From an optimization exercise on the open Yosys and OpenROAD flow, aimed at small area; shortcuts taken in it are not production practice.
Only simulation tests tie the RTL to the original design; equivalence was not proved.
Power figures rest on the tool's default switching activity, not on a simulated workload.

Setup of old:
Design csma_ca_mac_controller, start of the top module:
module csma_ca_mac_controller #(
  parameter int SUB_SLOTS = csma_pkg::SUB_SLOTS_DEF
) (
  input  logic                             clk,
  input  logic                             rst,
  input  logic                             in_valid,
  output logic                             in_ready,
  input  logic [csma_pkg::KIND_W-1:0]      kind,
  input  logic [csma_pkg::MED_W-1:0]       medium_req,
  input  logic                             fcs_ok,
  input  logic                             for_us,
  input  logic                             frame_is_ack,
  input  logic                             dest_broadcast,
  input  logic                             dest_multicast,
  input  logic [csma_pkg::ADDR_W-1:0]      source_address,
  input  logic [csma_pkg::DRAW_W-1:0]      random_draw,
  output logic                             out_valid,
  input  logic                             out_ready,
  output logic [csma_pkg::ACT_W-1:0]       action,
  output logic [csma_pkg::MST_W-1:0]       mac_state,
  output logic [csma_pkg::ADDR_W-1:0]      ack_destination,
  output logic                             want_frame,
  input  logic                             cfg_valid,
  output logic                             cfg_ready,
  input  logic [csma_pkg::CFG_IDX_W-1:0]   cfg_index,
  input  logic [csma_pkg::CFG_DATA_W-1:0]  cfg_data
);
  logic [5:0] cnt;
  logic       run, take;
  assign cfg_ready = 1'b1;
  assign in_ready = take;
  csma_ctrl u_ctrl (
    .clk  (clk),
    .rst  (rst),
    .take (take),
    .run  (run),
  ...
export LEC_CHECK = 0
export CAP_MARGIN = 20
export CORE_MARGIN = 2
export CORE_UTILIZATION = 55
export CTS_BUF_LIST = sky130_fd_sc_hd__clkbuf_4 sky130_fd_sc_hd__clkbuf_8
export GPL_TIMING_DRIVEN = 0
export SLEW_MARGIN = 20
create_clock -name core_clock -period 11.0 [get_ports {clk}]
standard.sh (not shown) runs the stock make flow with config.mk's settings and CLKGATE_MAP_FILE= SYNTH_SCRIPT=/design/flow/synth_recipe.tcl, a recipe that flattens the netlist after the stock synthesis.
==> flow/flow/run.sh <==
#!/bin/bash
# Layout flow: the standard synthesis, then the combinational logic between the
# registers re-mapped by ABC for area (registers, their names and cells kept), then
# the standard layout with the ports buffered by the smallest buffer.
set -euo pipefail
W=$(pwd)
F=$W/flow
R=$W/orfs/results/${FLOW_PLATFORM}/csma_ca_mac_controller/base
LIB=$FLOW_HOME/platforms/${FLOW_PLATFORM}/lib/sky130_fd_sc_hd__tt_025C_1v80.lib

bash standard.sh synth > $W/std_synth.log 2>&1

SEQ=$(python3 $F/seqcells.py $LIB)
DU=$(sed -n '/DONT_USE_CELLS += /,/^#/p' $FLOW_HOME/platforms/${FLOW_PLATFORM}/config.mk \
      | grep -o "sky130_fd_sc_hd__[a-z0-9_]*" | sed 's/^/-dont_use /' | tr '\n' ' ')
cp $R/1_2_yosys.v $W/std_1_2_yosys.v
sed -e "s#@SEQ@#$SEQ#; s#@NET@#$W/std_1_2_yosys.v#; s#@TOP@#$FLOW_TOP#; \
        s#@SCRIPT@#$F/area.abc#; s#@LIB@#$LIB#g; s#@DONTUSE@#$DU#; s#@STAT@#$W/remap_stat.txt#; \
        s#@OUT@#$W/remap.v#" $F/remap.ys.in > $W/remap.ys
yosys -s $W/remap.ys > $W/remap.log 2>&1
cp $W/remap.v $R/1_2_yosys.v
touch $R/1_2_yosys.v

bash standard.sh "BUFFER_PORTS_ARGS=-buffer_cell sky130_fd_sc_hd__buf_1" finish > $W/std_layout.log 2>&1
==> flow/flow/area.abc <==
&get -n
&deepsyn -T 240
&put
&get -n
&dch -f
&nf -a -R 1000
&put
topo
==> flow/flow/remap.ys.in <==
read_liberty -ignore_miss_func @LIB@
blackbox @SEQ@
read_verilog @NET@
hierarchy -top @TOP@
flatten
hierarchy -top @TOP@
opt -purge
techmap
opt -fast -purge
abc -script @SCRIPT@ -liberty @LIB@ @DONTUSE@
opt_clean -purge
hilomap -singleton -hicell sky130_fd_sc_hd__conb_1 HI -locell sky130_fd_sc_hd__conb_1 LO
insbuf -buf sky130_fd_sc_hd__buf_1 A X
splitnets
opt_clean -purge
tee -o @STAT@ stat -liberty @LIB@
write_verilog -noattr -nohex -nodec @OUT@
==> flow/flow/seqcells.py <==
#!/usr/bin/env python3
"""Print the names of a liberty file's cells that hold state (ff, latch or statetable groups)."""
import re, sys
txt = open(sys.argv[1]).read()
names = []
for m in re.finditer(r'\n\s*cell\s*\(\s*"?(\w+)"?\s*\)\s*\{', txt):
    start = m.end(); depth = 1; j = start
    while depth:
        c = txt[j]
        if c == '{': depth += 1
        elif c == '}': depth -= 1
        j += 1
    if re.search(r'\b(ff|latch|ff_bank|latch_bank|statetable)\s*\(', txt[start:j - 1]):
        names.append(m.group(1))
print(' '.join(names))
Per the final summary, old finished and its layout is clean on timing, DRC and antenna.
Edits applied to the flow inputs when going from old to new:
--- a/flow/design.v
+++ b/flow/design.v
@@ -70,25 +70,24 @@
     if (rst || take) cnt <= '0;
     else if (run && !(cnt[5] && cnt[4])) cnt <= cnt + 6'd1;
   end
 endmodule
 module csma_dp #(
   parameter int SUB_SLOTS = csma_pkg::SUB_SLOTS_DEF
 ) (
   input  logic                             clk,
   input  logic                             rst,
   input  logic [5:0]                       cnt,
   output logic                             run,
   output logic                             take,
-  output logic                             out_valid,
   input  logic                             cfg_valid,
   input  logic [csma_pkg::CFG_IDX_W-1:0]   cfg_index,
   input  logic [csma_pkg::CFG_DATA_W-1:0]  cfg_data,
   input  logic                             in_valid,
   input  logic [csma_pkg::KIND_W-1:0]      kind,
   input  logic [csma_pkg::MED_W-1:0]       medium_req,
   input  logic                             fcs_ok,
   input  logic                             for_us,
   input  logic                             frame_is_ack,
   input  logic                             dest_broadcast,
   input  logic                             dest_multicast,
   input  logic [csma_pkg::ADDR_W-1:0]      source_address,
@@ -241,39 +240,30 @@
       end else eb = 1'b1;
     end
     if (eb) begin
       if (!bv) begin
         gen = 1'b1; gmc = fl_bc | fl_mc; grc = rc;
         bv = 1'b1;
       end
       ld_difs = 1'b0;
       ld_bo = 1'b1;
       st = csma_pkg::M_BACKOFF;
     end
   end
-  logic [csma_pkg::ACT_W-1:0] act_r;
   assign run = in_valid && gen && !rst;
-  assign take = in_valid && !out_valid && !rst && (!gen || (cnt[5] && cnt[4]));
-  always_ff @(posedge clk) begin
-    if (rst) out_valid <= 1'b0;
-    else if (take) out_valid <= 1'b1;
-    else if (out_ready) out_valid <= 1'b0;
-  end
-  always_ff @(posedge clk) begin
-    if (take) act_r <= act;
-  end
-  assign action = act_r;
-  assign mac_state = mst;
-  assign ack_destination = (act_r == csma_pkg::A_SEND_ACK) ? ack_addr : '0;
-  assign want_frame = (mst == csma_pkg::M_IDLE) && !held;
+  assign take = in_valid && out_ready && !rst && (!gen || (cnt[5] && cnt[4]));
+  assign action = act;
+  assign mac_state = st;
+  assign ack_destination = (act == csma_pkg::A_SEND_ACK) ? ack_addr : '0;
+  assign want_frame = (st == csma_pkg::M_IDLE) && !fl_held;
   logic        ph_load, ph_win, ph_div, win_it;
   logic [10:0] z;
   logic [9:0]  cw, cw_eff;
   logic [3:0]  it_n;
   assign ph_load = (cnt == 6'd0);
   assign ph_win  = (cnt[5:4] == 2'b00) && !ph_load;
   assign ph_div  = (cnt[5] ^ cnt[4]);
   assign it_n    = cnt[3:0] - 4'd1;
   assign win_it  = ph_win && !gmc && (it_n <= grc);
   assign z       = timer[10:0];
   assign cw      = z[10:1];
   assign cw_eff  = (cw[9:1] == 9'd0) ? 10'd2 : cw;
@@ -383,38 +373,38 @@
   output logic [csma_pkg::MST_W-1:0]       mac_state,
   output logic [csma_pkg::ADDR_W-1:0]      ack_destination,
   output logic                             want_frame,
   input  logic                             cfg_valid,
   output logic                             cfg_ready,
   input  logic [csma_pkg::CFG_IDX_W-1:0]   cfg_index,
   input  logic [csma_pkg::CFG_DATA_W-1:0]  cfg_data
 );
   logic [5:0] cnt;
   logic       run, take;
   assign cfg_ready = 1'b1;
   assign in_ready = take;
+  assign out_valid = take;
   csma_ctrl u_ctrl (
     .clk  (clk),
     .rst  (rst),
     .take (take),
     .run  (run),
     .cnt  (cnt)
   );
   csma_dp #(.SUB_SLOTS(SUB_SLOTS)) u_dp (
     .clk             (clk),
     .rst             (rst),
     .cnt             (cnt),
     .run             (run),
     .take            (take),
-    .out_valid       (out_valid),
     .cfg_valid       (cfg_valid),
     .cfg_index       (cfg_index),
     .cfg_data        (cfg_data),
     .in_valid        (in_valid),
     .kind            (kind),
     .medium_req      (medium_req),
     .fcs_ok          (fcs_ok),
     .for_us          (for_us),
     .frame_is_ack    (frame_is_ack),
     .dest_broadcast  (dest_broadcast),
     .dest_multicast  (dest_multicast),
     .source_address  (source_address),
### Flow results
- Comparing new and old, number of clock-tree buffers in the layout is higher on old.
- Clock period minus final worst setup slack: new vs old down 0.14 ns
- Per the comparison of new with old, synthesized cell count lost 3, post-layout net count neither gained nor lost much, flip-flop and latch count shrank by 2.7%.
- Between old and new, met3 track demand over resource in global routing decreased.
- new: total power per unit cell area lower than old
- Total length of routed wires was lower in new than in old.
- Delta (new minus old): reported leakage power now smaller; count of non-CTS inverters in the layout essentially unchanged; stage delay of the slowest cell on the critical path rose 0.06 ns; combinational cell fraction of total power -1.6 points.
- Mean post-synth cell area (new vs. old) decreases slightly
- Compared with old, new shows a lower number of well-tap cells placed.

-- port drivers added, routing unchanged --
Ports are ideal in the flow. The routed layouts listed here were re-timed in OpenROAD. Step 1 sets driving cells, clkbuf_16 on the clock port and buf_2 on the other inputs (assumed; they add their load-dependent delay and slew). Step 2 also shifts input and output timing later by t, the mid clock arrival at the registers, as if the neighbouring blocks saw the same clock. Slacks: ideal / step 1 / step 2; pairs: ideal / step 1.
run | shift t [ns] | setup slack, ns | worst hold slack (ns) | worst register clock-pin slew, ns | worst slew at a driven data input, ns
old | 0.509 | 1.327 / 1.289 / 1.356 | 0.460 / 0.460 / 0.460 | 0.10 / 0.10 | 0.06
new | 0.506 | 1.472 / 1.450 / 1.450 | 0.455 / 0.455 / 0.455 | 0.10 / 0.10 | 0.05
After both steps setup and hold are still met in every run listed. For new, which loses most, drivers alone change the setup slack by -0.022 ns; drivers and shift together by -0.022 ns.
